This is an optimization exercise on Yosys and OpenROAD, whose aim is small area, not a production implementation. At most, simulation tests tie the RTL to the original design; equivalence was not proved. Function not checked in runs 2 and 3: the RTL went through the layout flow alone. The flow treats the clock pin as an ideal source, which a real chip does not have. Power is estimated from default activity; no workload was simulated.

**flow/run.sh**
```bash
#!/bin/bash
# The standard layout (standard.sh) with two changes:
#  - synthesis maps the logic with flow/abc_map.script (see flow/synth.tcl);
#  - the clock tree is built without dummy loads.
set -euo pipefail
cd "$(dirname "$0")/.."
work=$(pwd)
export FLOW_SYNTH_TCL=$work/synth_recipe.tcl
export MY_ABC_SCRIPT=$work/flow/abc_map.script
export CTS_ARGS="-sink_clustering_enable -repair_clock_nets -buf_list sky130_fd_sc_hd__clkbuf_8 -sink_clustering_size 18 -sink_clustering_max_diameter 60 -dont_use_dummy_load"
sed "s#SYNTH_SCRIPT=[^ ]*#SYNTH_SCRIPT=$work/flow/synth.tcl#" standard.sh > my_standard.sh
grep -q "SYNTH_SCRIPT=$work/flow/synth.tcl" my_standard.sh
bash my_standard.sh > standard.log 2>&1
```
**flow/abc_map.script**
```
strash
&get -n
&dch
&nf
&put
topo
stime -c
buffer -c
upsize -c
dnsize -c
```
**flow/synth.tcl**
```tcl
# The standard flow's synthesis script, with the logic mapped by an area-recovering ABC script
# (abc_map.script) in place of the flow's. Registers are mapped as before.
proc abc {args} {
  set i [lsearch -exact $args -script]
  if {$i >= 0} { lset args [expr {$i + 1}] $::env(MY_ABC_SCRIPT) }
  yosys abc {*}$args
}
source $::env(FLOW_SYNTH_TCL)
```
**standard.sh**
```bash
#!/bin/bash
# synth_recipe.tcl (not shown) runs the flow's synth.tcl, then flattens the netlist and writes it again
# the make line also repeats each setting of config.mk as NAME=value (left out here)
make -C /OpenROAD-flow-scripts/flow DESIGN_CONFIG=/design/flow/config.mk WORK_HOME=/design/flow/orfs CLKGATE_MAP_FILE= SYNTH_SCRIPT=/design/flow/synth_recipe.tcl "${@:-finish}"
```
**config.mk**
```make
export PLATFORM = sky130hd
export DESIGN_NAME = length_prefix_deframer_unit
export DESIGN_NICKNAME = length_prefix_deframer_unit
export VERILOG_FILES = /design/flow/design.v
export SDC_FILE = /design/flow/constraint.sdc
export NUM_CORES = 4
export LEC_CHECK = 0
export ABC_AREA = 1
export CAP_MARGIN = 20
export CORE_MARGIN = 2
export CORE_UTILIZATION = 75
export SLEW_MARGIN = 20
```
**constraint.sdc**
```tcl
create_clock -name core_clock -period 10.0 [get_ports {clock}]
set_input_delay 2.0000 -clock core_clock [delete_from_list [all_inputs] [get_ports {clock}]]
set_output_delay 2.0000 -clock core_clock [all_outputs]
set_load 0.01 [all_outputs]
```
**design.v**
```verilog
package lpd_pkg;
   localparam int CHAN_W = 4;
   localparam int BYTE_W = 8;
   localparam int LEN_W  = 64;
   localparam int DEF_NUM_CHANNELS = 16;
   localparam int DEF_HEADER_BYTES = 8;
   typedef struct packed {
      logic [CHAN_W-1:0] channel;
      logic [BYTE_W-1:0] data_byte;
   } req_type;
   typedef struct packed {
      logic [CHAN_W-1:0] out_channel;
      logic [BYTE_W-1:0] payload_byte;
      logic              first_of_frame;
      logic              last_of_frame;
      logic              empty_frame;
   } rsp_type;
   typedef struct packed {
      logic    present;
      rsp_type word;
   } ctx_res_type;
endpackage
module lpd_ctx
#(
   parameter int NUM_CHANNELS = lpd_pkg::DEF_NUM_CHANNELS,
   parameter int HEADER_BYTES = lpd_pkg::DEF_HEADER_BYTES
) (
   input  logic        clock,
   input  logic        reset,
   input  logic        step,
   input  lpd_pkg::req_type     item,
   output lpd_pkg::ctx_res_type res,
   output logic        may_defer
);
   localparam int DEPTH = 1 << lpd_pkg::CHAN_W;
   localparam int LEN_W = lpd_pkg::LEN_W;
   localparam logic [1:0] M_HDR0 = 2'b00;
   localparam logic [1:0] M_HDR  = 2'b01;
   localparam logic [1:0] M_PAY1 = 2'b10;
   localparam logic [1:0] M_PAY  = 2'b11;
   logic [1:0]       mode_ff [DEPTH];
   logic [LEN_W-1:0] data_ff [DEPTH];
   logic [1:0]       mode;
   logic [LEN_W-1:0] data;
   logic             in_header;
   logic             hdr_last;
   logic             use_dec;
   logic [2:0]       hc;
   logic [LEN_W-1:0] x;
   logic [LEN_W:0]   z;
   logic [LEN_W-1:0] dec;
   logic             x_zero;
   logic [1:0]       mode_in;
   logic [LEN_W-1:0] data_in;
   assign mode = mode_ff[item.channel];
   assign data = data_ff[item.channel];
   assign in_header = ~mode[1];
   assign hc        = mode[0] ? data[LEN_W-1 -: 3] : 3'd0;
   assign hdr_last  = mode[0] & (data[LEN_W-1 -: 3] == 3'd7);
   assign use_dec   = mode[1] | hdr_last;
   assign x = {(mode[1] ? data[LEN_W-1 -: 8] : item.data_byte), data[LEN_W-9:0]};
   logic [16:0] g_pre;
   assign g_pre[0] = 1'b1;
   for (genvar j = 0; j < 16; j++) begin : g_grp
      logic [4:0] zl;
      assign zl[0] = 1'b1;
      for (genvar b = 0; b < 4; b++) begin : g_bit
         assign zl[b+1]     = zl[b] & ~x[4*j+b];
         assign z[4*j+b]    = g_pre[j] & zl[b];
         assign dec[4*j+b]  = x[4*j+b] ^ z[4*j+b];
      end
      assign g_pre[j+1] = g_pre[j] & zl[4];
   end
   assign z[LEN_W] = g_pre[16];
   assign x_zero = z[LEN_W];
   assign may_defer = in_header & ~hdr_last;
   always_comb begin
      res.present             = mode[1] | (hdr_last & x_zero);
      res.word.out_channel    = item.channel;
      res.word.payload_byte   = item.data_byte & {8{mode[1]}};
      res.word.first_of_frame = (mode == M_PAY1);
      res.word.last_of_frame  = in_header | x_zero;
      res.word.empty_frame    = in_header;
   end
   always_comb begin
      if (use_dec) begin
         data_in = dec;
         mode_in = x_zero ? M_HDR0 : (mode[1] ? M_PAY : M_PAY1);
      end else begin
         data_in = data;
         for (int k = 0; k < 7; k++) begin
            if (hc == 3'(k)) data_in[8*k +: 8] = item.data_byte;
         end
         data_in[LEN_W-1 -: 3] = hc + 3'd1;
         mode_in = M_HDR;
      end
   end
   for (genvar i = 0; i < DEPTH; i++) begin : g_ch
      always_ff @(posedge clock) begin
         if (reset) begin
            mode_ff[i] <= M_HDR0;
         end else if (step && item.channel == lpd_pkg::CHAN_W'(i)) begin
            mode_ff[i] <= mode_in;
         end
      end
      always_ff @(posedge clock) begin
         if (step && item.channel == lpd_pkg::CHAN_W'(i)) begin
            data_ff[i] <= data_in;
         end
      end
   end
endmodule
module lpd_out_reg
(
   input  logic    clock,
   input  logic    reset,
   input  logic    load,
   input  lpd_pkg::rsp_type word,
   output logic    free,
   output logic    rsp_valid,
   input  logic    rsp_ready,
   output lpd_pkg::rsp_type rsp_data
);
   logic    valid_ff;
   lpd_pkg::rsp_type data_ff;
   assign free      = ~valid_ff | rsp_ready;
   assign rsp_valid = valid_ff;
   assign rsp_data  = data_ff;
   always_ff @(posedge clock) begin
      if (reset) begin
         valid_ff <= 1'b0;
      end else if (load) begin
         valid_ff <= 1'b1;
      end else if (rsp_ready) begin
         valid_ff <= 1'b0;
      end
   end
   always_ff @(posedge clock) begin
      if (load) begin
         data_ff <= word;
      end
   end
endmodule
module length_prefix_deframer_unit
#(
   parameter int NUM_CHANNELS = lpd_pkg::DEF_NUM_CHANNELS,
   parameter int HEADER_BYTES = lpd_pkg::DEF_HEADER_BYTES
) (
   input  logic    clock,
   input  logic    reset,
   input  logic    req_valid,
   output logic    req_ready,
   input  lpd_pkg::req_type req_data,
   output logic    rsp_valid,
   input  logic    rsp_ready,
   output lpd_pkg::rsp_type rsp_data
);
   lpd_pkg::ctx_res_type res;
   logic        out_free;
   logic        no_res;
   logic        step;
   logic        load;
   assign req_ready = out_free | no_res;
   assign step      = req_valid & req_ready;
   assign load      = step & res.present;
   lpd_ctx #(
      .NUM_CHANNELS (NUM_CHANNELS),
      .HEADER_BYTES (HEADER_BYTES)
   ) u_ctx (
      .clock (clock),
      .reset (reset),
      .step  (step),
      .item  (req_data),
      .res   (res),
      .may_defer (no_res)
   );
   lpd_out_reg u_out (
      .clock     (clock),
      .reset     (reset),
      .load      (load),
      .word      (res.word),
      .free      (out_free),
      .rsp_valid (rsp_valid),
      .rsp_ready (rsp_ready),
      .rsp_data  (rsp_data)
   );
endmodule
```
==> results.py, run 1 <==
metrics = {
    "floorplanning": {
        "die_h_um": 237,
        "initial_utilization_pct": 75.8,
        "floorplan.die.width_um": 237,
        "std_cell_rows": 85,
        "die_area_um2": 56300,
        "io_pins": 33,
        "core_um2": 53800,
    },
    "logic_synthesis": {
        "synthesis.area_um2": 40800,
        "syn-mean-instance-area_um2": 17.0,
        "yosysUniqueCellTypes": 71,
        "synth_seq_cells": 1072,
        "yosysTopAreaCell": "edfxtp_1",
        "leading_post_synthesis_cells_by_instance_count": "1039 x edfxtp_1, 160 x a22oi_1, 133 x a222oi_1",
        "synth.most_common_cell": "edfxtp_1",
        "ys_async_sr_fraction_pct": 0,
        "dominantRegCellSynth": "edfxtp_1",
        "postSynthCellCount": 2401,
        "synth-edff-count": 1039,
        "synth_top_area_share_pct": 76.5,
        "synth_nets": 2440,
        "synth_top_cells_by_area": "edfxtp_1 77%, a222oi_1 3.3%, a22oi_1 2.9%",
        "synth_sequential_area_ratio_pct": 78.1,
        "yosys_warnings": 4,
    },
    "grt": {
        "grt_max_degree": 68,
        "grt_pass1_vias": 23810,
        "grt_pass1_wl_um": 156000,
        "global_route.overflow_total": 0,
        "globalRouteTotalUtil_pct": 38.8,
        "number_of_antenna_violations_at_the_first_check_in_global_routing": 2,
    },
    "timing": {
        "finalCritPeriodShare_pct": 83.0,
        "setup_viol": 0,
        "fin_worst_skew_ps": 54.4,
        "timing.final.hold_violations": 0,
        "unrepaired_setup_endpoints_after_global_routing": "no",
        "timing.fmax_mhz": 120,
        "slew_headroom_pct": 24.2,
        "finalWorstPathRequiredPeriod_ps": 8300,
        "slew_viol_final": 0,
        "final.setup.tns_ps": 0,
        "worstMarginPinSlew_ps": 1140,
    },
    "placed_design": {
        "total_placed_instance_area_um2": 41900,
        "port_buffers": 32,
        "place.gp.congestion": 0.876,
        "place_hpwl_um": 58300,
    },
    "clocking": {
        "ctsHtreeMaxLevel": 3,
        "cts_num_sinks": 1072,
        "cts.repair_timing.setup_buffer_count": 0,
        "cts-resized-gates": 0,
        "tritoncts_clock_tree": "done",
        "cts.reportedPaths.clkPinSlew_ps": 100,
        "cts.root.buffer_cell": "clkbuf_8",
        "clk_path_buf_depth": 3,
        "cts_made_buffers": 70,
        "hold_buffers": 0,
        "later_pin_clock_latency_in_the_skew_report_ps": 710,
    },
    "power": {
        "power.switching_uw": 1770,
        "comb_power_share_pct": 8.7,
        "power.share.clock_pct": 24.3,
        "power_per_cell_area_nw_per_um2": 180,
        "power_report.internal_total_uw": 5960,
        "power.static_leakage_uw": 0.0135,
        "total_design_power_uw": 7730,
        "p_sw_share_pct": 22.9,
        "max-vdd-ir-drop_v": 0.000189,
        "seq_power_share_pct": 67.0,
    },
    "critical_path": {
        "cp_max_fo": 18,
        "critical_path_buf_inv_count": 3,
        "timing.critical_path.max_delay_family": "buffers and inverters",
        "critical_path.cell_chain": "clkdlybuf4s50_1 > nor4b_2 > buf_4 > a22oi_1 > nand4_1 > nor3_1 > nor2_1 > nand2_1 > o21ai_4 > nand2_1 > clkdlybuf4s50_1",
        "critPathSlowestCell": "nor4b_2",
        "cp_data_required_time_ps": 8000,
        "worst_path_largest_cell_delay_ps": 930,
        "kind_of_start_point_of_the_critical_path": "input pin",
        "arrival_ps": 6300,
        "rrSetupSlack_ps": 4490,
        "timing.setup.critical_path_class": "input pin to primary output",
        "endpoint_kind": "primary output",
    },
    "flow_run": {
        "maxCapViolCount": 0,
    },
    "route": {
        "drcViolationCount": 0,
        "post_drt_via_cell_ratio": 7.90,
        "finalWirelength_um": 108000,
        "ant_nets": 0,
        "dr.pass1.iters": 9,
        "via_count": 24558,
        "dr.first_iter.drc_count": 4322,
        "post_drt_wl_per_cell_um": 34.8,
    },
    "finish": {
        "antenna_cells_inserted": 0,
        "layout.cell_area.non_filler_um2": 43000,
        "multiInputGateArea_um2": 8270,
        "layout.nets": 2455,
        "final.fill_count": 2800,
        "finalCoreUtilization_pct": 79.9,
        "regArea_um2": 31900,
        "final_layout_size_suffix_gt1_share_pct": 9.49,
        "areaGrowthSynthToFinish_pct": 5.42,
    },
    "worst_hold_path": {
        "hp-class": "register to register",
    },
    "status": {
        "status": "finished clean",
    },
}
power groups by stage:
stage          sequential [µW]  combinational, µW  clock, µW
2_1_floorplan             5280                384          0
3_3_place_gp              5280                599          0
3_5_place_dp              5280                629          0
4_1_cts                   5180                630       1880
5_1_grt                   5190                711       2030
6_report                  5180                669       1880
placed cells by master, fill, tap and decap left out, drive strengths merged, types with 46 or more instances in the layout:
| master | count |
|---|---|
| nor2 | 114 |
| nand2 | 89 |
| nand4 | 65 |
| a22oi | 160 |
| edfxtp | 1039 |
| buf | 74 |
| o21ai | 64 |
| clkbuf | 75 |
| a211oi | 46 |
| a22o | 52 |
| a221oi | 59 |
| nand3 | 54 |
| a21oi | 69 |
| a222oi | 133 |
metrics by stage:
| stage | setup slack [ps] | hold slack (ps) | instances |
|---|---|---|---|
| global placement | 1580 | 486 | 3034 |
| detailed placement | 1550 | 492 | 3034 |
| global route | 1470 | 535 | 3110 |
| CTS | 1780 | 506 | 3104 |
| floorplan | 1920 | 478 | 2401 |
| finish | 1700 | 508 | 3110 |
metal layers:
layer / routed length [µm] / track usage, % / vias up
met3: 14800 / 7.03 / 351
li1: - / - / 9920
met2: 51200 / 61.7 / 2110
met4: 5150 / 17.8 / 2
met5: 18 / 0 / -
met1: 36900 / 53.8 / 12175
logic make-up after synthesis:
kind of cell	after synthesis	share of synthesized area, %
flip-flops	1072	78.1
AO/OA/AOI/OAI	663	12.6
AND/OR/NAND/NOR	416	5.40
buffers and inverters	190	2.29
XOR/XNOR	27	0.580
adder cells (fa/ha/maj)	23	0.706
multiplexers	10	0.245
final timing paths:
check / start / to / cells past startpoint
max: req_data[11] / req_ready / 11
min reg2reg: u_ctx.mode_ff[8][0] / u_ctx.mode_ff[8][0] / 2
min: u_ctx.mode_ff[8][0] / u_ctx.mode_ff[8][0] / 2
max reg2reg: u_ctx.data_ff[4][0] / u_ctx.data_ff[7][55] / 18
state kept, by name (all words and copies together), names as in the netlist:
name / cells
u_ctx.data_ff: 1024
u_ctx.mode_ff: 32
u_out.data_ff: 15
u_out.valid_ff: 1
worst register-to-register path, cell delays in order, from the launching register on:
cell and delay [ps]:
edfxtp_1 390, a22o_1 240, a221oi_1 240, nand4_1 160, a21oi_1 250, ha_1 220, ha_1 290, ha_1 240
and4bb_2 360, nand4_4 200, nor4_4 430, and3_4 290, nand2_4 70, clkinv_4 80, nand2_1 140, o41a_1 570
o21ai_0 560, o21ai_0 280, buf_4 250
layout make-up:
cell class              instances  share of cell area (%)
inverters                      22                   0.204
multi-input cells            1139                    19.2
clock buffers                  70                    2.24
flip-flops and latches       1072                    74.1
well taps                     696                    2.03
repair buffers                111                    2.18
==> run 2, diff against run 1 <==
--- a/design.v
+++ b/design.v
@@ -53,6 +53,16 @@
    logic [1:0]       mode_in;
    logic [LEN_W-1:0] data_in;
-   assign mode = mode_ff[item.channel];
-   assign data = data_ff[item.channel];
+   logic [DEPTH-1:0]        sel;
+   logic [LEN_W+1:0]        ctx [DEPTH];
+   logic [5:0][LEN_W+1:0]   part;
+   assign sel = DEPTH'(1) << item.channel;
+   for (genvar i = 0; i < DEPTH; i++) begin : g_rd
+      assign ctx[i] = {mode_ff[i], data_ff[i]} & {(LEN_W+2){sel[i]}};
+   end
+   for (genvar g = 0; g < 5; g++) begin : g_part
+      assign part[g] = ctx[3*g] | ctx[3*g+1] | ctx[3*g+2];
+   end
+   assign part[5] = ctx[15];
+   assign {mode, data} = part[0] | part[1] | part[2] | part[3] | part[4] | part[5];
    assign in_header = ~mode[1];
    assign hc        = mode[0] ? data[LEN_W-1 -: 3] : 3'd0;
==> run 2 against run 1 <==
  * Combinational power fell by 11%
  * Die area fell by 1.5%
  * Synthesized area fell by 1.6%
  * Final cell count fell by 4.5%
  * Sequential power fell by 0.8%
  * Total power fell by 1.5%
  * Utilization rose by 0.46 points
  * Design area fell by 1.4%
  * First-iteration DRC count rose by 35%
  * Largest power group unchanged
==> results.py, run 2 <==
metrics = {
    "power": {
        "max-vdd-ir-drop_v": 0.000200,
        "seq_power_share_pct": 67.6,
        "power.switching_uw": 1700,
        "total_design_power_uw": 7610,
        "power_report.internal_total_uw": 5910,
        "power.static_leakage_uw": 0.0131,
        "power_per_cell_area_nw_per_um2": 180,
        "power.share.clock_pct": 24.6,
        "p_sw_share_pct": 22.3,
        "comb_power_share_pct": 7.8,
    },
    "clocking": {
        "cts_num_sinks": 1072,
        "ctsHtreeMaxLevel": 3,
        "clk_path_buf_depth": 3,
        "cts.reportedPaths.clkPinSlew_ps": 100,
        "later_pin_clock_latency_in_the_skew_report_ps": 700,
        "hold_buffers": 0,
        "tritoncts_clock_tree": "done",
        "cts-resized-gates": 0,
        "cts.root.buffer_cell": "clkbuf_8",
        "cts.repair_timing.setup_buffer_count": 0,
        "cts_made_buffers": 70,
    },
    "logic_synthesis": {
        "synth_sequential_area_ratio_pct": 79.4,
        "postSynthCellCount": 2263,
        "synth-edff-count": 1039,
        "yosysTopAreaCell": "edfxtp_1",
        "syn-mean-instance-area_um2": 17.7,
        "synth_nets": 2302,
        "synth.most_common_cell": "edfxtp_1",
        "synthesis.area_um2": 40100,
        "synth_top_cells_by_area": "edfxtp_1 78%, a222oi_1 7.9%, dfxtp_1 1.6%",
        "yosys_warnings": 5,
        "yosysUniqueCellTypes": 66,
        "leading_post_synthesis_cells_by_instance_count": "1039 x edfxtp_1, 315 x a222oi_1, 93 x a21oi_1",
        "ys_async_sr_fraction_pct": 0,
        "synth_seq_cells": 1072,
        "synth_top_area_share_pct": 77.7,
        "dominantRegCellSynth": "edfxtp_1",
    },
    "timing": {
        "timing.final.hold_violations": 0,
        "worstMarginPinSlew_ps": 1080,
        "finalCritPeriodShare_pct": 85.7,
        "setup_viol": 0,
        "slew_headroom_pct": 27.8,
        "fin_worst_skew_ps": 51.5,
        "final.setup.tns_ps": 0,
        "timing.fmax_mhz": 117,
        "finalWorstPathRequiredPeriod_ps": 8570,
        "slew_viol_final": 0,
        "unrepaired_setup_endpoints_after_global_routing": "no",
    },
    "critical_path": {
        "rrSetupSlack_ps": 4030,
        "reg2regPathDepth": 17,
        "worst_path_largest_cell_delay_ps": 990,
        "cp_max_fo": 27,
        "critPathSlowestCell": "clkdlybuf4s50_1",
        "critical_path_buf_inv_count": 5,
        "cp_data_required_time_ps": 8000,
        "critical_path.cell_chain": "clkdlybuf4s50_1 > nor4b_2 > buf_4 > buf_4 > a222oi_1 > and4_1 > nand3_1 > nand2_1 > o21ai_4 > nand2b_1 > buf_4 > clkdlybuf4s50_1",
        "timing.setup.critical_path_class": "input pin to primary output",
        "kind_of_start_point_of_the_critical_path": "input pin",
        "timing.critical_path.max_delay_family": "buffers and inverters",
        "endpoint_kind": "primary output",
        "r2r_start": "u_ctx.data_ff[6][0]",
        "timing.critical_path.mode_cell": "buf_4",
        "arrival_ps": 6570,
        "capturing_point_of_the_worst_reg2reg_path": "u_ctx.data_ff[8][49]",
    },
    "grt": {
        "grt_pass1_vias": 23374,
        "globalRouteTotalUtil_pct": 39.1,
        "grt_pass1_wl_um": 155000,
        "number_of_antenna_violations_at_the_first_check_in_global_routing": 0,
        "grt_max_degree": 75,
        "global_route.overflow_total": 0,
    },
    "route": {
        "via_count": 23774,
        "dr.pass1.iters": 10,
        "ant_nets": 0,
        "post_drt_wl_per_cell_um": 36.3,
        "dr.first_iter.drc_count": 5856,
        "finalWirelength_um": 108000,
        "post_drt_via_cell_ratio": 8.00,
        "drcViolationCount": 0,
    },
    "floorplanning": {
        "die_area_um2": 55400,
        "die_h_um": 235,
        "io_pins": 33,
        "initial_utilization_pct": 76.1,
        "floorplan.die.width_um": 235,
        "core_um2": 52800,
        "std_cell_rows": 84,
    },
    "flow_run": {
        "maxCapViolCount": 0,
    },
    "placed_design": {
        "port_buffers": 32,
        "place.gp.congestion": 0.875,
        "place_hpwl_um": 57600,
    },
    "finish": {
        "regArea_um2": 31900,
        "multiInputGateArea_um2": 7630,
        "final.fill_count": 2717,
        "max_reg_flops": 1024,
        "areaGrowthSynthToFinish_pct": 5.59,
        "layout.nets": 2321,
        "final_common_cell": "edfxtp_1",
        "layout_top_registers": "u_ctx.data_ff x1024, u_ctx.mode_ff x32, u_out.data_ff x15",
        "most-common-layout-cells": "1039 x edfxtp_1, 315 x a222oi_1, 90 x a21oi_1",
        "top_reg_by_flops": "u_ctx.data_ff",
        "final_layout_size_suffix_gt1_share_pct": 9.69,
    },
    "worst_hold_path": {
        "worstHoldEndpoint": "u_ctx.mode_ff[3][0]",
        "timing.hold.worst.start": "u_ctx.mode_ff[3][0]",
        "worst_hold_path.num_cells": 2,
        "hp-class": "register to register",
    },
    "status": {
        "status": "finished clean",
    },
}
-- run 2: changes by cell type after synthesis, moves of 19 or more --
cell,previous run,this run
nand2_1,87,68
and3_1,18,62
a22o_1,52,1
nor2_1,113,64
a221oi_1,59,0
o22ai_1,30,6
clkbuf_1,68,90
o21ai_0,63,85
a222oi_1,133,315
and4_1,1,23
nand4_1,63,17
a21oi_1,69,93
a22oi_1,160,23
-- run 2: through the flow --
stage / instance area, µm² / hold slack [ps] / instances / util (%) / setup slack [ps]
final: 42400 / 511 / 2970 / 80.3 / 1430
after global routing: 42400 / 524 / 2968 / 80.3 / 1280
after CTS: 42300 / 510 / 2966 / 80.2 / 1270
after detailed placement: 41300 / 493 / 2896 / 78.4 / 1220
after global placement: 41300 / 485 / 2895 / 78.4 / 1390
after floorplan: 40100 / 476 / 2263 / - / 2660
-- run 2: power by group through the flow --
stage                     sequential (µW)  clock [µW]  combinational [µW]
after floorplan                      5240           0                 337
after global placement               5240           0                 535
after detailed placement             5250           0                 563
after CTS                            5140        1870                 566
after global routing                 5150        2020                 631
final                                5140        1870                 593
-- run 2: worst reg2reg max path: cells and delay by family (launching register included) --
family | cells | cell delay [ps]
and+or+nand+nor | 8 | 2860
AOI/OAI and AO/OA | 3 | 1360
adders and majority gates | 4 | 840
DFF | 1 | 390
xor gates and xnor gates | 1 | 90
buffers and inverters | 1 | 70
-- run 2: cells by family (layout without fill, tap and decap cells) --
family          count (synthesis)  after routing  synth area share, %
flops                        1072           1072                 79.4
simple gates                  348            348                 4.98
compound gates                592            592                 12.0
other cells                     0              2                    0
buf+inv                       196            213                 2.22
mux                             9              9                0.228
fa+ha+maj                      23             23                0.717
xor+xnor                       23             23                0.502
-- run 2: area by class of cell --
class	instances	area share, %
timing repair buffer	119	2.30
multi-input combinational	995	18.0
tap	688	2.03
sequential	1072	75.2
antenna	2	0.0118
inverter	24	0.213
clock buffer	70	2.27
-- run 2: worst max path at each step --
stage / startpoint / end / cells past startpoint
final: req_data[9] / req_ready / 12
after floorplan: req_data[8] / u_ctx.data_ff[0][48] / 24
after global placement: req_data[11] / u_ctx.data_ff[0][49] / 19
after detailed placement: req_data[11] / u_ctx.data_ff[2][49] / 19
after CTS: req_data[11] / req_ready / 12
after global routing: req_data[8] / u_ctx.data_ff[7][49] / 19
-- run 2: routing by layer --
metal / vias to the layer above / wire length [µm] / track usage (%)
met5: - / 0 / 0
met4: 0 / 4880 / 17.8
met3: 341 / 16100 / 7.41
met2: 2238 / 51200 / 62.3
met1: 11563 / 35500 / 53.8
li1: 9632 / - / -
==> run 3, diff against run 2 <==
--- a/design.v
+++ b/design.v
@@ -60,9 +60,11 @@
       assign ctx[i] = {mode_ff[i], data_ff[i]} & {(LEN_W+2){sel[i]}};
    end
-   for (genvar g = 0; g < 5; g++) begin : g_part
-      assign part[g] = ctx[3*g] | ctx[3*g+1] | ctx[3*g+2];
-   end
-   assign part[5] = ctx[15];
-   assign {mode, data} = part[0] | part[1] | part[2] | part[3] | part[4] | part[5];
+   assign part[0] = ctx[0]  | ctx[1]  | ctx[2];
+   assign part[1] = ctx[3]  | ctx[4]  | ctx[5];
+   assign part[2] = ctx[6]  | ctx[7]  | ctx[8];
+   assign part[3] = ctx[9]  | ctx[10] | ctx[11];
+   assign part[4] = ctx[12] | ctx[13];
+   assign part[5] = ctx[14] | ctx[15];
+   assign {mode, data} = (part[0] | part[1] | part[2]) | (part[3] | part[4] | part[5]);
    assign in_header = ~mode[1];
    assign hc        = mode[0] ? data[LEN_W-1 -: 3] : 3'd0;
==> run 3 against run 2 <==
  * Register-to-register slack better by 80 ps
  * Final cell count up 2.2%
  * Utilization down 0.97 points
  * Fmax is 1.8% lower
  * Count of clock-buffer cells in the layout unchanged
  * Flip-flop and latch count unchanged
  * Clock skew shrank 8.3 ps
  * First-iteration DRC count is 11% lower
  * Still clean
  * Design area grew 0.17%
  * Critical path depth did not move
  * Combinational power up 1%
  * Largest power group unchanged
  * Routed wire length is 1.7% lower
==> results.py, run 3 <==
metrics = {
    "finish": {
        "areaGrowthSynthToFinish_pct": 5.17,
        "most-common-layout-cells": "1039 x edfxtp_1, 256 x a222oi_1, 141 x a22oi_1",
        "layout.nets": 2374,
        "top_reg_by_flops": "u_ctx.data_ff",
        "final.fill_count": 2767,
        "layout_top_registers": "u_ctx.data_ff x1024, u_ctx.mode_ff x32, u_out.data_ff x15",
        "finalNonFillerCells": 3035,
        "max_reg_flops": 1024,
        "layout.cell_area.non_filler_um2": 42500,
        "final_layout_size_suffix_gt1_share_pct": 9.64,
        "final_common_cell": "edfxtp_1",
    },
    "power": {
        "power_per_cell_area_nw_per_um2": 180,
        "total_design_power_uw": 7630,
        "max-vdd-ir-drop_v": 0.000179,
        "power.static_leakage_uw": 0.0133,
    },
    "logic_synthesis": {
        "synth-edff-count": 1039,
        "synth_fa_ha_area_share_pct": 0.713,
        "yosys_warnings": 5,
        "yosysTopAreaCell": "edfxtp_1",
        "synth_xor_area_share_pct": 0.477,
        "synth_top_area_share_pct": 77.3,
        "synth_top_family_by_area": "compound AO/OA/AOI/OAI gates",
        "synth_compound_area_share_pct": 12.0,
        "syn-mean-instance-area_um2": 17.4,
        "leading_post_synthesis_cells_by_instance_count": "1039 x edfxtp_1, 256 x a222oi_1, 141 x a22oi_1",
        "synth_top_cells_by_area": "edfxtp_1 77%, a222oi_1 6.3%, a22oi_1 2.6%",
        "synthMuxAreaShare_pct": 0.174,
        "ys_async_sr_fraction_pct": 0,
        "postSynthCellCount": 2319,
        "synth_seq_cells": 1072,
        "synth.most_common_cell": "edfxtp_1",
        "synthSimpleGateAreaFrac_pct": 5.17,
        "dominantRegCellSynth": "edfxtp_1",
        "yosysUniqueCellTypes": 56,
        "synth_nets": 2358,
        "synthesis.area_um2": 40400,
        "synth_sequential_area_ratio_pct": 78.9,
    },
    "clocking": {
        "later_pin_clock_latency_in_the_skew_report_ps": 700,
        "cts_num_sinks": 1072,
        "tritoncts_clock_tree": "done",
        "cts_made_buffers": 70,
        "clk_path_buf_depth": 3,
        "cts.repair_timing.setup_buffer_count": 0,
        "cts-resized-gates": 0,
        "cts.root.buffer_cell": "clkbuf_8",
        "cts.reportedPaths.clkPinSlew_ps": 100,
        "ctsHtreeMaxLevel": 3,
        "hold_buffers": 0,
    },
    "timing": {
        "finalCritPeriodShare_pct": 87.3,
        "unrepaired_setup_endpoints_after_global_routing": "no",
        "finalWorstPathRequiredPeriod_ps": 8730,
        "timing.final.hold_violations": 0,
        "timing.fmax_mhz": 115,
        "fin_worst_skew_ps": 43.2,
        "slew_headroom_pct": 18.0,
        "final.setup.tns_ps": 0,
        "slew_viol_final": 0,
        "worstMarginPinSlew_ps": 1230,
        "timing.hold.ws_ps": 506,
        "setup_viol": 0,
    },
    "floorplanning": {
        "die_area_um2": 55700,
        "floorplan.die.width_um": 236,
        "initial_utilization_pct": 75.5,
        "core_um2": 53500,
        "io_pins": 33,
        "die_h_um": 236,
        "std_cell_rows": 85,
    },
    "worst_hold_path": {
        "timing.hold.worst.start": "u_ctx.mode_ff[14][0]",
        "worstHoldEndpoint": "u_ctx.mode_ff[14][0]",
        "hp-class": "register to register",
        "worst_hold_path.num_cells": 2,
    },
    "placed_design": {
        "dpl.cell_count": 2956,
        "place_hpwl_um": 58200,
        "port_buffers": 32,
        "place.gp.congestion": 0.844,
        "total_placed_instance_area_um2": 41400,
    },
    "grt": {
        "globalRouteTotalUtil_pct": 38.3,
        "global_route.overflow_total": 0,
        "grt_pass1_wl_um": 153000,
        "grt_pass1_vias": 23277,
        "number_of_antenna_violations_at_the_first_check_in_global_routing": 2,
        "grt_max_degree": 62,
    },
    "route": {
        "dr.pass1.iters": 7,
        "finalWirelength_um": 106000,
        "ant_nets": 0,
        "dr.first_iter.drc_count": 5238,
        "via_count": 24013,
        "drcViolationCount": 0,
        "post_drt_wl_per_cell_um": 34.9,
        "post_drt_via_cell_ratio": 7.91,
    },
    "flow_run": {
        "maxCapViolCount": 0,
    },
    "critical_path": {
        "rrSetupSlack_ps": 4110,
        "cp_max_fo": 23,
        "cp_data_required_time_ps": 8000,
        "critical_path.cell_chain": "clkdlybuf4s50_1 > and4bb_4 > buf_4 > a22oi_1 > nand4_1 > nor2_1 > nor2_1 > inv_1 > or3_1 > nand2_2 > nand3_1 > clkdlybuf4s50_1",
        "timing.critical_path.max_delay_family": "simple AND/OR/NAND/NOR gates",
        "r2r_start": "u_ctx.data_ff[0][0]",
        "worst_path_largest_cell_delay_ps": 860,
        "critPathSlowestCell": "and4bb_4",
        "kind_of_start_point_of_the_critical_path": "input pin",
        "timing.setup.critical_path_class": "input pin to primary output",
        "endpoint_kind": "primary output",
        "arrival_ps": 6730,
        "reg2regPathDepth": 16,
        "capturing_point_of_the_worst_reg2reg_path": "u_ctx.data_ff[10][62]",
        "critical_path_buf_inv_count": 4,
        "worst_setup_path_startpoint": "req_data[8]",
    },
    "status": {
        "status": "finished clean",
    },
}
run 3: cell types whose count changed after synthesis, sizes merged, moves of 9 or more:
cell	before	now
a22oi	23	141
a222oi	315	256
nand3	51	106
nor2	65	114
buf	82	119
clkbuf	90	57
a21oi	93	65
and3	62	39
nand2	68	46
and4	23	6
a311oi	16	0
inv	24	13
a211oi	29	38
run 3: routing by layer:
| metal | wire [µm] | GRT usage, % |
|---|---|---|
| met5 | 0 | 0 |
| met4 | 4070 | 15.4 |
| met3 | 15400 | 8.06 |
| met2 | 49200 | 58.5 |
| met1 | 37200 | 55.4 |
run 3: kinds of logic after synthesis:
| kind of cell | count (synthesis) |
|---|---|
| AO/OA/AOI/OAI | 608 |
| flip-flops | 1072 |
| buffers and inverters | 189 |
| adder cells (fa/ha/maj) | 23 |
| multiplexers | 7 |
| AND/OR/NAND/NOR | 398 |
| XOR/XNOR | 22 |
run 3: how the worst max path moves through the flow:
stage / endpoint / cells past startpoint
after floorplan: u_ctx.data_ff[0][49] / 31
after global placement: req_ready / 12
after detailed placement: u_out.data_ff[14] / 17
after CTS: req_ready / 12
after global routing: req_ready / 12
final: req_ready / 12
run 3: where the power goes:
group	internal, µW	switching (µW)
Sequential	5130	18.3
Combinational	147	451
Clock	634	1250
Total	5910	1720
run 3: final cells by class:
class | count | area, µm² | share of cell area (%)
sequential | 1072 | 31900 | 75.0
multi-input combinational | 1058 | 7710 | 18.2
timing repair buffer | 120 | 993 | 2.34
clock buffer | 70 | 963 | 2.27
tap | 696 | 871 | 2.05
inverter | 13 | 48.8 | 0.115
antenna | 6 | 15.0 | 0.0354
run 3: worst min-delay path, cell delays in order (launching register included):
cell	delay (ps)
dfxtp_1	320
nor2_1	90
a211oi_1	50
run 3: through the flow:
stage	util, %	worst slack, ps
floorplan	-	2280
global route	79.3	1040
CTS	79.2	1390
global placement	77.4	1490
detailed placement	77.4	1250
finish	79.4	1270
==> run 4, diff against run 3 <==
--- a/design.v
+++ b/design.v
@@ -49,5 +49,4 @@
    logic [LEN_W-1:0] x;
    logic [LEN_W:0]   z;
-   logic [LEN_W-1:0] dec;
    logic             x_zero;
    logic [1:0]       mode_in;
@@ -60,11 +59,9 @@
       assign ctx[i] = {mode_ff[i], data_ff[i]} & {(LEN_W+2){sel[i]}};
    end
-   assign part[0] = ctx[0]  | ctx[1]  | ctx[2];
-   assign part[1] = ctx[3]  | ctx[4]  | ctx[5];
-   assign part[2] = ctx[6]  | ctx[7]  | ctx[8];
-   assign part[3] = ctx[9]  | ctx[10] | ctx[11];
-   assign part[4] = ctx[12] | ctx[13];
-   assign part[5] = ctx[14] | ctx[15];
-   assign {mode, data} = (part[0] | part[1] | part[2]) | (part[3] | part[4] | part[5]);
+   for (genvar g = 0; g < 5; g++) begin : g_part
+      assign part[g] = ctx[3*g] | ctx[3*g+1] | ctx[3*g+2];
+   end
+   assign part[5] = ctx[15];
+   assign {mode, data} = part[0] | part[1] | part[2] | part[3] | part[4] | part[5];
    assign in_header = ~mode[1];
    assign hc        = mode[0] ? data[LEN_W-1 -: 3] : 3'd0;
@@ -80,5 +77,4 @@
          assign zl[b+1]     = zl[b] & ~x[4*j+b];
          assign z[4*j+b]    = g_pre[j] & zl[b];
-         assign dec[4*j+b]  = x[4*j+b] ^ z[4*j+b];
       end
       assign g_pre[j+1] = g_pre[j] & zl[4];
@@ -95,14 +91,16 @@
       res.word.empty_frame    = in_header;
    end
+   logic [7:0] lane_wr;
+   for (genvar l = 0; l < 8; l++) begin : g_lane
+      assign lane_wr[l] = ~use_dec & (hc == 3'(l));
+   end
    always_comb begin
+      for (int i = 0; i < LEN_W; i++) begin
+         data_in[i] = lane_wr[i/8] ? item.data_byte[i%8] : (x[i] ^ (z[i] & use_dec));
+      end
+      if (~use_dec) data_in[LEN_W-1 -: 3] = hc + 3'd1;
       if (use_dec) begin
-         data_in = dec;
          mode_in = x_zero ? M_HDR0 : (mode[1] ? M_PAY : M_PAY1);
       end else begin
-         data_in = data;
-         for (int k = 0; k < 7; k++) begin
-            if (hc == 3'(k)) data_in[8*k +: 8] = item.data_byte;
-         end
-         data_in[LEN_W-1 -: 3] = hc + 3'd1;
          mode_in = M_HDR;
       end
==> run 4 against run 3 <==
  * Utilization rose by 0.79 points
  * Routed wire length rose by 1.3%
  * Die area fell by 0.41%
  * Design area fell by 0.39%
  * Highest routed layer is now met5
  * First-iteration DRC count rose by 16%
  * Sequential power fell by 0.8%
  * Synthesized cell count fell by 2.2%
  * Flip-flop and latch count did not move
  * Total power fell by 1.2%
==> results.py, run 4 <==
metrics = {
    "status": {
        "status": "finished clean",
    },
    "critical_path": {
        "kind_of_start_point_of_the_critical_path": "input pin",
        "arrival_ps": 6330,
        "endpoint_kind": "primary output",
        "cp_max_fo": 18,
        "worst_path_largest_cell_delay_ps": 1060,
        "timing.setup.critical_path_class": "input pin to primary output",
        "cp_data_required_time_ps": 8000,
        "critical_path.cell_chain": "clkdlybuf4s50_1 > nor4b_2 > buf_4 > buf_4 > a222oi_1 > and4_1 > nand3_1 > a41oi_4 > inv_1 > nand2_1 > clkdlybuf4s50_1",
        "timing.critical_path.max_delay_family": "buffers and inverters",
        "critPathSlowestCell": "nor4b_2",
        "critical_path_buf_inv_count": 5,
    },
    "clocking": {
        "later_pin_clock_latency_in_the_skew_report_ps": 700,
        "clk_path_buf_depth": 3,
        "cts.root.buffer_cell": "clkbuf_8",
        "tritoncts_clock_tree": "done",
        "cts_num_sinks": 1072,
        "cts-resized-gates": 0,
        "cts.reportedPaths.clkPinSlew_ps": 100,
        "ctsHtreeMaxLevel": 3,
        "hold_buffers": 0,
        "cts.repair_timing.setup_buffer_count": 0,
        "cts_made_buffers": 70,
    },
    "floorplanning": {
        "floorplan.die.width_um": 236,
        "die_h_um": 236,
        "core_um2": 52800,
        "die_area_um2": 55500,
        "io_pins": 33,
        "initial_utilization_pct": 76.2,
        "std_cell_rows": 84,
    },
    "power": {
        "power.static_leakage_uw": 0.0131,
        "max-vdd-ir-drop_v": 0.000163,
        "total_design_power_uw": 7530,
        "power_per_cell_area_nw_per_um2": 178,
    },
    "logic_synthesis": {
        "postSynthCellCount": 2268,
        "yosys_warnings": 5,
        "synth-edff-count": 1039,
        "synth_top_area_share_pct": 77.6,
        "leading_post_synthesis_cells_by_instance_count": "1039 x edfxtp_1, 282 x a222oi_1, 115 x nand2_1",
        "synthesis.area_um2": 40200,
        "ys_async_sr_fraction_pct": 0,
        "synth.most_common_cell": "edfxtp_1",
        "dominantRegCellSynth": "edfxtp_1",
        "yosysUniqueCellTypes": 65,
        "syn-mean-instance-area_um2": 17.7,
        "synth_nets": 2291,
        "yosysTopAreaCell": "edfxtp_1",
        "synth_seq_cells": 1072,
        "synth_top_cells_by_area": "edfxtp_1 78%, a222oi_1 7.0%, dfxtp_1 1.6%",
        "synth_sequential_area_ratio_pct": 79.3,
    },
    "route": {
        "via_count": 23954,
        "post_drt_via_cell_ratio": 8.06,
        "finalWirelength_um": 107000,
        "drcViolationCount": 0,
        "post_drt_wl_per_cell_um": 36.1,
        "dr.pass1.iters": 9,
        "ant_nets": 0,
        "dr.first_iter.drc_count": 6082,
    },
    "timing": {
        "fin_worst_skew_ps": 58.2,
        "timing.final.hold_violations": 0,
        "slew_viol_final": 0,
        "worstMarginPinSlew_ps": 1190,
        "timing.fmax_mhz": 120,
        "final.setup.tns_ps": 0,
        "setup_viol": 0,
        "finalCritPeriodShare_pct": 83.3,
        "unrepaired_setup_endpoints_after_global_routing": "no",
        "finalWorstPathRequiredPeriod_ps": 8330,
        "slew_headroom_pct": 20.6,
    },
    "grt": {
        "grt_pass1_vias": 23113,
        "grt_pass1_wl_um": 154000,
        "grt_max_degree": 68,
        "global_route.overflow_total": 0,
        "number_of_antenna_violations_at_the_first_check_in_global_routing": 2,
        "globalRouteTotalUtil_pct": 38.7,
    },
    "finish": {
        "layout.cell_area.non_filler_um2": 42300,
        "final_layout_size_suffix_gt1_share_pct": 9.76,
        "layout.nets": 2310,
        "max_reg_flops": 1024,
        "final.fill_count": 2689,
        "finalCoreUtilization_pct": 80.2,
        "finalNonFillerCells": 2973,
        "areaGrowthSynthToFinish_pct": 5.20,
        "layout_top_registers": "u_ctx.data_ff x1024, u_ctx.mode_ff x32, u_out.data_ff x15",
        "final_common_cell": "edfxtp_1",
        "most-common-layout-cells": "1039 x edfxtp_1, 282 x a222oi_1, 115 x nand2_1",
        "antenna_cells_inserted": 0,
        "top_reg_by_flops": "u_ctx.data_ff",
    },
    "placed_design": {
        "place_hpwl_um": 57500,
        "port_buffers": 32,
        "total_placed_instance_area_um2": 41300,
        "dpl.cell_count": 2900,
        "place.gp.congestion": 0.880,
    },
    "flow_run": {
        "maxCapViolCount": 0,
    },
    "worst_hold_path": {
        "hp-class": "register to register",
    },
}
[run 4: cell count changes in the layout (fill, tap and decap cells not counted), moves of 10 or more]
cell / previous run / this run
a222oi_1: 256 / 282
nand4_1: 17 / 52
nand3_1: 106 / 46
nand2_1: 45 / 115
inv_1: 13 / 33
a211oi_1: 38 / 54
o21ai_0: 71 / 27
a21oi_1: 56 / 28
nor2_1: 113 / 84
ha_1: 23 / 7
and4_1: 5 / 24
buf_4: 84 / 74
a22oi_1: 141 / 61
[run 4: logic make-up (layout without fill, tap and decap cells)]
logic type | Yosys count | count (layout) | synth area share, %
xor gates and xnor gates | 32 | 32 | 0.697
adders and majority gates | 7 | 7 | 0.218
and+or+nand+nor | 441 | 441 | 6.01
muxes | 10 | 10 | 0.274
DFF | 1072 | 1072 | 79.3
buffers and inverters | 199 | 216 | 2.64
AOI/OAI and AO/OA | 507 | 507 | 10.9
[run 4: path summary, 6_finish.rpt]
check        depth (start not counted)                   end                 start  slack (ps)
min                                  2  u_ctx.mode_ff[12][1]  u_ctx.mode_ff[12][1]         510
min reg2reg                          2  u_ctx.mode_ff[12][1]  u_ctx.mode_ff[12][1]         510
max reg2reg                         10  u_ctx.data_ff[9][50]  u_ctx.data_ff[7][13]        5170
max                                 11             req_ready          req_data[11]        1670
[run 4: metal layers]
layer | global-route usage (%) | up-vias | wire (µm)
li1 | - | 9560 | -
met1 | 56.0 | 11673 | 36000
met2 | 59.5 | 2383 | 49400
met3 | 8.30 | 334 | 17300
met4 | 15.0 | 4 | 4420
met5 | 0 | - | 28
[run 4: layout make-up]
class | instances | area [µm²] | share of cell area, %
repair buffers | 113 | 998 | 2.36
well taps | 688 | 861 | 2.04
clock buffers | 70 | 963 | 2.28
flip-flops and latches | 1072 | 31900 | 75.3
inverters | 33 | 124 | 0.293
multi-input cells | 997 | 7490 | 17.7
[run 4: worst register-to-register path: cells and delay by family, from the launching register on]
kind               cells  cell delay [ps]
DFF                    1              400
AOI/OAI and AO/OA      2             1240
and+or+nand+nor        8             2860
[run 4: per-stage QoR]
step                setup WS (ps)  hold slack, ps
finish                       1670             511
global route                 1560             525
CTS                          1790             512
detailed placement           1830             495
global placement             1970             485
floorplan                    3370             478
[run 4: report_power, final]
| group | leakage (µW) | switching [µW] | internal, µW |
|---|---|---|---|
| registers | 0.00972 | 17.4 | 5090 |
| clock network | 0.000503 | 1250 | 634 |
| logic | 0.00288 | 404 | 135 |
==> run 5, diff against run 4 <==
==> flow/run.sh (replaced) <==
#!/bin/bash
# The standard layout (standard.sh) with two changes:
#  - synthesis maps the logic with flow/abc_map.script (see flow/synth.tcl);
#  - ports are buffered with sky130_fd_sc_hd__buf_2;
#  - the clock tree uses clkbuf_8 leaf clusters of up to 18 sinks, without dummy loads.
set -euo pipefail
cd "$(dirname "$0")/.."
work=$(pwd)
export FLOW_SYNTH_TCL=$work/synth_recipe.tcl
export MY_ABC_SCRIPT=$work/flow/abc_map.script
export BUFFER_PORTS_ARGS="-buffer_cell sky130_fd_sc_hd__buf_2"
export CTS_ARGS="-sink_clustering_enable -repair_clock_nets -buf_list sky130_fd_sc_hd__clkbuf_8 -sink_clustering_size 18 -sink_clustering_max_diameter 60 -dont_use_dummy_load"
sed "s#SYNTH_SCRIPT=[^ ]*#SYNTH_SCRIPT=$work/flow/synth.tcl#" standard.sh > my_standard.sh
grep -q "SYNTH_SCRIPT=$work/flow/synth.tcl" my_standard.sh
bash my_standard.sh > standard.log 2>&1
==> run 5 against run 4 <==
  * Sequential power about the same
  * Design area fell by 0.57%
  * Clock skew is 14 ps higher
  * Utilization down 0.46 points
  * Die area unchanged
  * Worst hold slack got worse by 5.4 ps
  * Register-to-register slack lost 250 ps
  * First-iteration DRC count decreased by 8.8%
  * Still clean on timing, DRC and antenna
==> results.py, run 5 <==
metrics = {
    "timing": {
        "timing.hold.ws_ps": 506,
        "fin_worst_skew_ps": 72.4,
        "timing.final.hold_violations": 0,
        "setup_viol": 0,
        "final_critical_path_setup_slack_ps": 2160,
        "finalCritPeriodShare_pct": 78.4,
        "finalWorstPathRequiredPeriod_ps": 7840,
        "timing.fmax_mhz": 128,
        "final.setup.tns_ps": 0,
        "slew_headroom_pct": 24.6,
        "worstMarginPinSlew_ps": 1120,
        "unrepaired_setup_endpoints_after_global_routing": "no",
        "slew_viol_final": 0,
    },
    "floorplanning": {
        "std_cell_rows": 84,
        "io_pins": 33,
        "die_area_um2": 55500,
        "initial_utilization_pct": 76.2,
        "die_h_um": 236,
        "floorplan.die.width_um": 236,
        "core_um2": 52800,
    },
    "placed_design": {
        "place_hpwl_um": 56900,
        "place.gp.congestion": 0.907,
        "port_buffers": 32,
        "pre_cts_slack_ps": 2350,
        "total_placed_instance_area_um2": 41000,
    },
    "grt": {
        "groute.layer.met2.usage_pct": 58.6,
        "grtUsageMet3_pct": 8.48,
        "grt_max_degree": 68,
        "globalRoute.busiestLayer": "met2",
        "number_of_antenna_violations_at_the_first_check_in_global_routing": 3,
        "globalRouteTotalUtil_pct": 38.3,
        "grt_pass1_wl_um": 152000,
        "gr-usage-met1_pct": 53.6,
        "grt_pass1_vias": 23104,
        "global_route.overflow_total": 0,
    },
    "critical_path": {
        "critical_path.cell_chain": "buf_2 > nor4b_2 > buf_4 > buf_4 > a222oi_1 > and4_1 > nand3_1 > a41oi_4 > inv_1 > nand2_1 > buf_2",
        "critical_path_buf_inv_count": 5,
        "kind_of_start_point_of_the_critical_path": "input pin",
        "cp_max_fo": 36,
        "timing.setup.critical_path_class": "input pin to primary output",
        "endpoint_kind": "primary output",
        "critPathSlowestCell": "buf_4",
        "cp_data_required_time_ps": 8000,
        "rrSetupSlack_ps": 4920,
        "worst_path_largest_cell_delay_ps": 660,
        "arrival_ps": 5840,
        "timing.critical_path.max_delay_family": "buffers and inverters",
    },
    "finish": {
        "layout_top_registers": "u_ctx.data_ff x1024, u_ctx.mode_ff x32, u_out.data_ff x15",
        "final.fill_count": 2693,
        "layout.nets": 2306,
        "final_layout_size_suffix_gt1_share_pct": 11.0,
        "max_reg_flops": 1024,
        "areaGrowthSynthToFinish_pct": 4.60,
        "layout.cell_area.non_filler_um2": 42100,
        "final_common_cell": "edfxtp_1",
        "top_reg_by_flops": "u_ctx.data_ff",
        "most-common-layout-cells": "1039 x edfxtp_1, 282 x a222oi_1, 115 x nand2_1",
    },
    "logic_synthesis": {
        "ys_async_sr_fraction_pct": 0,
        "yosysUniqueCellTypes": 65,
        "synth_seq_cells": 1072,
        "dominantRegCellSynth": "edfxtp_1",
        "synthesis.area_um2": 40200,
        "yosysTopAreaCell": "edfxtp_1",
        "syn-mean-instance-area_um2": 17.7,
        "postSynthCellCount": 2268,
        "synth.most_common_cell": "edfxtp_1",
        "leading_post_synthesis_cells_by_instance_count": "1039 x edfxtp_1, 282 x a222oi_1, 115 x nand2_1",
        "yosys_warnings": 5,
        "synth-edff-count": 1039,
        "synth_top_cells_by_area": "edfxtp_1 78%, a222oi_1 7.0%, dfxtp_1 1.6%",
        "synth_nets": 2291,
        "synth_sequential_area_ratio_pct": 79.3,
        "synth_top_area_share_pct": 77.6,
    },
    "route": {
        "post_drt_wl_per_cell_um": 35.8,
        "via_count": 23758,
        "dr.pass1.iters": 8,
        "ant_nets": 0,
        "finalWirelength_um": 106000,
        "post_drt_via_cell_ratio": 8.00,
        "dr.first_iter.drc_count": 5545,
        "drcViolationCount": 0,
    },
    "clocking": {
        "cts_num_sinks": 1072,
        "clk_path_buf_depth": 3,
        "cts-resized-gates": 0,
        "later_pin_clock_latency_in_the_skew_report_ps": 710,
        "ctsHtreeMaxLevel": 3,
        "cts.root.buffer_cell": "clkbuf_8",
        "cts_made_buffers": 70,
        "hold_buffers": 0,
        "cts.reportedPaths.clkPinSlew_ps": 100,
        "cts.repair_timing.setup_buffer_count": 0,
        "tritoncts_clock_tree": "done",
    },
    "power": {
        "max-vdd-ir-drop_v": 0.000146,
        "power_per_cell_area_nw_per_um2": 179,
        "power.static_leakage_uw": 0.0131,
        "total_design_power_uw": 7520,
    },
    "status": {
        "status": "finished clean",
    },
    "flow_run": {
        "maxCapViolCount": 0,
    },
    "worst_hold_path": {
        "hp-class": "register to register",
    },
}
run 5: cell counts after synthesis:
Identical to the previous run, type by type.
run 5: layout make-up:
| class | count | area (µm²) | share of cell area [%] |
|---|---|---|---|
| multi-input cells | 997 | 7490 | 17.8 |
| diodes | 2 | 5.00 | 0.0119 |
| inverters | 33 | 124 | 0.295 |
| repair buffers | 109 | 748 | 1.78 |
| well taps | 688 | 861 | 2.05 |
| clock buffers | 70 | 963 | 2.29 |
| flip-flops and latches | 1072 | 31900 | 75.8 |
run 5: worst register-to-register path: cells and delay by family, from the launching register on:
kind,cells,cell delay (ps)
compound gates,4,980
flops,1,370
simple gates,6,3340
run 5: cell families after synthesis:
family          after synthesis  synth area share [%]
compound gates              507                  10.9
xor+xnor                     32                 0.697
fa+ha+maj                     7                 0.218
buf+inv                     199                  2.64
flops                      1072                  79.3
mux                          10                 0.274
simple gates                441                  6.01
run 5: power by group:
part / total, µW / internal, µW / switching (µW)
sequential: 5110 / 5090 / 16.9
combinational: 534 / 131 / 403
clock: 1870 / 634 / 1240
run 5: per-stage QoR:
| step | util [%] | std cells |
|---|---|---|
| after floorplan | - | 2268 |
| after global placement | 77.7 | 2895 |
| after detailed placement | 77.7 | 2896 |
| after CTS | 79.5 | 2966 |
| after global routing | 79.7 | 2971 |
| final | 79.7 | 2971 |
run 5: worst paths after layout:
| path | cells after the start | to | startpoint |
|---|---|---|---|
| setup / recovery | 11 | req_ready | req_data[9] |
| hold / removal | 2 | u_ctx.mode_ff[8][1] | u_ctx.mode_ff[8][1] |
| setup reg to reg | 10 | u_ctx.data_ff[1][60] | u_ctx.data_ff[0][14] |
| hold reg to reg | 2 | u_ctx.mode_ff[8][1] | u_ctx.mode_ff[8][1] |
run 5: layer usage:
metal  routed length (µm)  vias up
li1                     -     9556
met1                35300    11597
met2                48800     2252
met3                16800      349
met4                 5360        4
met5                   26        -
==> run 6, diff against run 5 <==
--- a/flow/run.sh
+++ b/flow/run.sh
@@ -1,4 +1,4 @@
 #!/bin/bash
-# The standard layout (standard.sh) with two changes:
+# The standard layout (standard.sh) with these changes:
 #  - synthesis maps the logic with flow/abc_map.script (see flow/synth.tcl);
 #  - ports are buffered with sky130_fd_sc_hd__buf_2;
==> run 6 against run 5 <==
  * Still clean on timing, DRC and antenna
  * Count of clock-buffer cells in the layout unchanged
  * Fmax unchanged
  * Flip-flop and latch count is the same
  * Setup slack unchanged
  * Critical path depth unchanged
  * Sequential share of layout area stayed put
  * Critical path type unchanged
==> results.py, run 6 <==
metrics = {
    "logic_synthesis": {
        "postSynthCellCount": 2268,
        "yosysUniqueCellTypes": 65,
        "synthesis.area_um2": 40200,
        "synth_top_cells_by_area": "edfxtp_1 78%, a222oi_1 7.0%, dfxtp_1 1.6%",
        "synth_sequential_area_ratio_pct": 79.3,
        "dominantRegCellSynth": "edfxtp_1",
        "synth.most_common_cell": "edfxtp_1",
        "synth_nets": 2291,
        "ys_async_sr_fraction_pct": 0,
        "synth_top_area_share_pct": 77.6,
        "synth-edff-count": 1039,
        "leading_post_synthesis_cells_by_instance_count": "1039 x edfxtp_1, 282 x a222oi_1, 115 x nand2_1",
        "syn-mean-instance-area_um2": 17.7,
        "synth_seq_cells": 1072,
        "yosys_warnings": 5,
        "yosysTopAreaCell": "edfxtp_1",
    },
    "floorplanning": {
        "initial_utilization_pct": 76.2,
        "core_um2": 52800,
        "die_h_um": 236,
        "io_pins": 33,
        "floorplan.die.width_um": 236,
        "die_area_um2": 55500,
        "std_cell_rows": 84,
    },
    "flow_run": {
        "maxCapViolCount": 0,
    },
    "timing": {
        "finalWorstPathRequiredPeriod_ps": 7840,
        "slew_viol_final": 0,
        "timing.hold.ws_ps": 506,
        "slew_headroom_pct": 24.6,
        "worstMarginPinSlew_ps": 1120,
        "setup_viol": 0,
        "fin_worst_skew_ps": 72.4,
        "final_critical_path_setup_slack_ps": 2160,
        "final.setup.tns_ps": 0,
        "unrepaired_setup_endpoints_after_global_routing": "no",
        "finalCritPeriodShare_pct": 78.4,
        "timing.final.hold_violations": 0,
        "timing.fmax_mhz": 128,
    },
    "clocking": {
        "later_pin_clock_latency_in_the_skew_report_ps": 710,
        "cts_made_buffers": 70,
        "hold_buffers": 0,
        "tritoncts_clock_tree": "done",
        "cts-resized-gates": 0,
        "cts.reportedPaths.clkPinSlew_ps": 100,
        "clk_path_buf_depth": 3,
        "cts_num_sinks": 1072,
        "ctsHtreeMaxLevel": 3,
        "cts.repair_timing.setup_buffer_count": 0,
        "cts.root.buffer_cell": "clkbuf_8",
    },
    "critical_path": {
        "critical_path.cell_chain": "buf_2 > nor4b_2 > buf_4 > buf_4 > a222oi_1 > and4_1 > nand3_1 > a41oi_4 > inv_1 > nand2_1 > buf_2",
        "cp_max_fo": 36,
        "cp_data_required_time_ps": 8000,
        "critPathSlowestCell": "buf_4",
        "kind_of_start_point_of_the_critical_path": "input pin",
        "endpoint_kind": "primary output",
        "timing.setup.critical_path_class": "input pin to primary output",
        "arrival_ps": 5840,
        "worst_path_largest_cell_delay_ps": 660,
    },
    "placed_design": {
        "dpl.cell_count": 2896,
        "place.gp.congestion": 0.907,
        "place_hpwl_um": 56900,
        "pre_cts_slack_ps": 2350,
        "port_buffers": 32,
    },
    "finish": {
        "areaGrowthSynthToFinish_pct": 4.60,
        "finalNonFillerCells": 2971,
        "most-common-layout-cells": "1039 x edfxtp_1, 282 x a222oi_1, 115 x nand2_1",
        "top_reg_by_flops": "u_ctx.data_ff",
        "max_reg_flops": 1024,
        "final_common_cell": "edfxtp_1",
        "final_layout_size_suffix_gt1_share_pct": 11.0,
        "final.fill_count": 2693,
        "layout.nets": 2306,
        "layout_top_registers": "u_ctx.data_ff x1024, u_ctx.mode_ff x32, u_out.data_ff x15",
    },
    "grt": {
        "grt_pass1_wl_um": 152000,
        "grt_max_degree": 68,
        "number_of_antenna_violations_at_the_first_check_in_global_routing": 3,
        "grt_pass1_vias": 23104,
        "globalRouteTotalUtil_pct": 38.3,
        "global_route.overflow_total": 0,
    },
    "route": {
        "dr.pass1.iters": 8,
        "via_count": 23758,
        "post_drt_via_cell_ratio": 8.00,
        "dr.first_iter.drc_count": 5545,
        "finalWirelength_um": 106000,
        "post_drt_wl_per_cell_um": 35.8,
        "ant_nets": 0,
        "drcViolationCount": 0,
    },
    "status": {
        "status": "finished clean",
    },
    "power": {
        "power.static_leakage_uw": 0.0131,
        "max-vdd-ir-drop_v": 0.000146,
        "power_per_cell_area_nw_per_um2": 179,
    },
    "worst_hold_path": {
        "hp-class": "register to register",
    },
}
run 6: cell counts after synthesis:
Identical to the previous run, type by type.
run 6: final cells by class:
class,instances,area [µm²],share of cell area (%)
Tap cell,688,861,2.05
Sequential cell,1072,31900,75.8
Clock buffer,70,963,2.29
Antenna cell,2,5.00,0.0119
Inverter,33,124,0.295
Multi-Input combinational cell,997,7490,17.8
Timing Repair Buffer,109,748,1.78
run 6: worst max-delay path, delay by kind of cell:
family                 cells  cell delay [ps]
buffers and inverters      5             2280
and+or+nand+nor            4             1250
AOI/OAI and AO/OA          2              250
run 6: worst paths after layout:
path	depth (start not counted)	from	slack [ps]	end
hold / removal	2	u_ctx.mode_ff[8][1]	510	u_ctx.mode_ff[8][1]
setup reg to reg	10	u_ctx.data_ff[0][14]	4920	u_ctx.data_ff[1][60]
hold reg to reg	2	u_ctx.mode_ff[8][1]	510	u_ctx.mode_ff[8][1]
setup / recovery	11	req_data[9]	2160	req_ready
run 6: cells by family after synthesis:
family                     share of synthesized area (%)
adders and majority gates                          0.218
buffers and inverters                               2.64
DFF                                                 79.3
xor gates and xnor gates                           0.697
muxes                                              0.274
AOI/OAI and AO/OA                                   10.9
and+or+nand+nor                                     6.01
run 6: layer usage:
metal  share of wire, %  routed length [µm]  global-route usage (%)
met1                 33               35300                    53.6
met2                 46               48800                    58.6
met3                 16               16800                    8.48
met4                5.0                5360                    18.8
met5              0.024                  26                       0
run 6: stage by stage:
stage | total power (µW) | util, % | cell area (µm²)
6_report | 7520 | 79.7 | 42100
3_5_place_dp | 5720 | 77.7 | 41000
2_1_floorplan | 5510 | - | 40200
4_1_cts | 7480 | 79.5 | 42000
5_1_grt | 7690 | 79.7 | 42100
3_3_place_gp | 5690 | 77.7 | 41000
run 6: where the power goes:
part	switching [µW]	total (µW)	internal, µW
Sequential	16.9	5110	5090
Clock	1240	1870	634
Combinational	403	534	131
Total	1660	7520	5860
==> run 7, diff against run 6 <==
--- a/flow/run.sh
+++ b/flow/run.sh
@@ -3,5 +3,6 @@
 #  - synthesis maps the logic with flow/abc_map.script (see flow/synth.tcl);
 #  - ports are buffered with sky130_fd_sc_hd__buf_2;
-#  - the clock tree uses clkbuf_8 leaf clusters of up to 18 sinks, without dummy loads.
+#  - the clock tree uses clkbuf_8 leaf clusters of up to 18 sinks, without dummy loads;
+#  - after clock tree synthesis, cells with slack to spare are downsized (flow/post_cts.tcl).
 set -euo pipefail
 cd "$(dirname "$0")/.."
@@ -11,4 +12,5 @@
 export BUFFER_PORTS_ARGS="-buffer_cell sky130_fd_sc_hd__buf_2"
 export CTS_ARGS="-sink_clustering_enable -repair_clock_nets -buf_list sky130_fd_sc_hd__clkbuf_8 -sink_clustering_size 18 -sink_clustering_max_diameter 60 -dont_use_dummy_load"
+export POST_CTS_TCL=$work/flow/post_cts.tcl
 sed "s#SYNTH_SCRIPT=[^ ]*#SYNTH_SCRIPT=$work/flow/synth.tcl#" standard.sh > my_standard.sh
 grep -q "SYNTH_SCRIPT=$work/flow/synth.tcl" my_standard.sh
==> flow/post_cts.tcl (new file) <==
# After clock tree synthesis and its timing repair: downsize cells on paths with slack
# to spare (keeping 0.5 ns of setup margin), then legalize the placement again.
estimate_parasitics -placement
repair_timing -recover_power 100 -setup_margin 0.5 -verbose
detailed_placement
check_placement -verbose
==> run 7 against run 6 <==
  * Critical path type unchanged
  * Critical path depth did not move
  * Routed wire length up 0.34%
  * Flip-flop and latch count is the same
  * Final cell count rose by 0.57%
  * Synthesized area stayed put
  * Sequential share of layout area decreased by 0.32 points
  * Global-route usage about the same
  * Sequential power about the same
  * Largest power group unchanged
  * Count of clock-buffer cells in the layout is the same
==> results.py, run 7 <==
metrics = {
    "status": {
        "status": "finished clean",
    },
    "logic_synthesis": {
        "ys_async_sr_fraction_pct": 0,
        "synth_nets": 2291,
        "yosysUniqueCellTypes": 65,
        "leading_post_synthesis_cells_by_instance_count": "1039 x edfxtp_1, 282 x a222oi_1, 115 x nand2_1",
        "synth_sequential_area_ratio_pct": 79.3,
        "synthesis.area_um2": 40200,
        "postSynthCellCount": 2268,
        "synth.most_common_cell": "edfxtp_1",
        "syn-mean-instance-area_um2": 17.7,
        "yosys_warnings": 5,
        "synth_top_cells_by_area": "edfxtp_1 78%, a222oi_1 7.0%, dfxtp_1 1.6%",
        "synth-edff-count": 1039,
        "dominantRegCellSynth": "edfxtp_1",
        "synth_seq_cells": 1072,
        "yosysTopAreaCell": "edfxtp_1",
        "synth_top_area_share_pct": 77.6,
    },
    "placed_design": {
        "place.gp.congestion": 0.907,
        "dpl.cell_count": 2896,
        "place_hpwl_um": 56900,
        "port_buffers": 32,
    },
    "critical_path": {
        "endpoint_kind": "primary output",
        "cp_data_required_time_ps": 8000,
        "critPathSlowestCell": "buf_4",
        "rrSetupSlack_ps": 4540,
        "timing.setup.critical_path_class": "input pin to primary output",
        "arrival_ps": 6050,
        "critical_path_buf_inv_count": 5,
        "critical_path.cell_chain": "clkbuf_1 > nor4b_2 > buf_4 > buf_4 > a222oi_1 > and4_1 > nand3_1 > a41oi_4 > inv_1 > nand2_1 > clkbuf_1",
        "worst_path_largest_cell_delay_ps": 660,
        "cp_max_fo": 36,
        "kind_of_start_point_of_the_critical_path": "input pin",
        "r2r_start": "u_ctx.data_ff[1][14]",
        "capturing_point_of_the_worst_reg2reg_path": "u_ctx.data_ff[10][61]",
        "reg2regPathDepth": 10,
        "timing.critical_path.max_delay_family": "buffers and inverters",
    },
    "finish": {
        "final.fill_count": 2679,
        "layout.nets": 2323,
        "regArea_um2": 31900,
        "multiInputGateArea_um2": 7410,
        "most-common-layout-cells": "1039 x edfxtp_1, 282 x a222oi_1, 116 x nand2_1",
        "final_common_cell": "edfxtp_1",
        "layout_top_registers": "u_ctx.data_ff x1024, u_ctx.mode_ff x32, u_out.data_ff x15",
        "areaGrowthSynthToFinish_pct": 5.04,
        "max_reg_flops": 1024,
        "top_reg_by_flops": "u_ctx.data_ff",
        "finalNonFillerCells": 2988,
        "final_layout_size_suffix_gt1_share_pct": 9.18,
    },
    "floorplanning": {
        "std_cell_rows": 84,
        "core_um2": 52800,
        "die_area_um2": 55500,
        "floorplan.die.width_um": 236,
        "initial_utilization_pct": 76.2,
        "die_h_um": 236,
        "io_pins": 33,
    },
    "worst_hold_path": {
        "worst_hold_path.num_cells": 2,
        "hp-class": "register to register",
        "timing.hold.worst.start": "u_ctx.mode_ff[3][1]",
        "worstHoldEndpoint": "u_ctx.mode_ff[3][1]",
    },
    "power": {
        "max-vdd-ir-drop_v": 0.000148,
        "total_design_power_uw": 7510,
        "power.static_leakage_uw": 0.0131,
        "power_per_cell_area_nw_per_um2": 178,
    },
    "timing": {
        "timing.final.hold_violations": 0,
        "finalCritPeriodShare_pct": 80.5,
        "slew_viol_final": 0,
        "final.setup.tns_ps": 0,
        "timing.fmax_mhz": 124,
        "finalWorstPathRequiredPeriod_ps": 8050,
        "unrepaired_setup_endpoints_after_global_routing": "no",
        "worstMarginPinSlew_ps": 1190,
        "fin_worst_skew_ps": 74.2,
        "setup_viol": 0,
        "slew_headroom_pct": 20.2,
    },
    "clocking": {
        "cts.reportedPaths.clkPinSlew_ps": 110,
        "later_pin_clock_latency_in_the_skew_report_ps": 710,
        "tritoncts_clock_tree": "done",
        "cts_num_sinks": 1072,
    },
    "route": {
        "finalWirelength_um": 107000,
        "via_count": 23772,
        "dr.first_iter.drc_count": 5744,
        "ant_nets": 0,
        "drcViolationCount": 0,
        "dr.pass1.iters": 12,
        "post_drt_via_cell_ratio": 7.96,
        "post_drt_wl_per_cell_um": 35.7,
    },
    "grt": {
        "globalRouteTotalUtil_pct": 38.3,
        "grt_pass1_wl_um": 152000,
        "grt_pass1_vias": 23095,
        "number_of_antenna_violations_at_the_first_check_in_global_routing": 2,
        "grt_max_degree": 68,
        "global_route.overflow_total": 0,
    },
    "flow_run": {
        "maxCapViolCount": 0,
    },
}
run 7: worst reg2reg max path, cell delays in order, from the launching register on:
cell and delay (ps):
edfxtp_1 380, a222oi_1 460, nand4_1 180, a211o_1 270
nor4_1 1000, and4_1 540, and4_1 630, nand4_1 310
or3_1 410, and2_1 160, o22ai_1 740
run 7: per-layer routing:
layer  wire (µm)  track usage (%)  vias to the layer above
li1            -                -                     9588
met1       36100             53.7                    11687
met2       49900             59.0                     2189
met3       16200             8.16                      306
met4        4450             18.3                        2
met5           9                0                        -
run 7: logic make-up after synthesis:
family / count (synthesis) / share of synthesized area (%)
XOR/XNOR: 32 / 0.697
AO/OA/AOI/OAI: 507 / 10.9
adder cells (fa/ha/maj): 7 / 0.218
AND/OR/NAND/NOR: 441 / 6.01
flip-flops: 1072 / 79.3
buffers and inverters: 199 / 2.64
multiplexers: 10 / 0.274
run 7: metrics by stage:
step	setup WS, ps	hold WS (ps)	cell area [µm²]	util (%)
2_1_floorplan	3370	478	40200	-
3_3_place_gp	2560	486	41000	77.7
3_5_place_dp	2350	494	41000	77.7
5_1_grt	1760	526	42200	80.0
6_report	1950	510	42200	80.0
run 7: worst max path at each step:
stage	startpoint	to	slack, ps	cells past startpoint
6_report	req_data[9]	req_ready	1950	11
5_1_grt	req_data[11]	req_ready	1760	10
3_5_place_dp	req_data[11]	u_ctx.data_ff[7][53]	2350	12
3_3_place_gp	req_data[9]	req_ready	2560	11
2_1_floorplan	req_data[9]	u_ctx.data_ff[14][0]	3370	13
run 7: cell type report:
cell class                 count  share of cell area, %
timing repair buffer         126                   2.38
clock buffer                  70                   2.28
tap                          688                   2.04
sequential                  1072                   75.4
antenna                        2                 0.0119
inverter                      33                  0.293
multi-input combinational    997                   17.5
run 7: power by group:
group / switching, µW / internal [µW] / leakage, µW
Combinational: 403 / 126 / 0.00284
Clock: 1240 / 634 / 0.000503
Sequential: 17.0 / 5090 / 0.00972

Setup slack of run 7, layout unchanged: 1.946 ns with ideal ports, 1.919 ns with driving cells assumed (clock clkbuf_16, inputs buf_2), 1.538 ns with port delays also shifted by the 0.734 ns mid clock arrival.
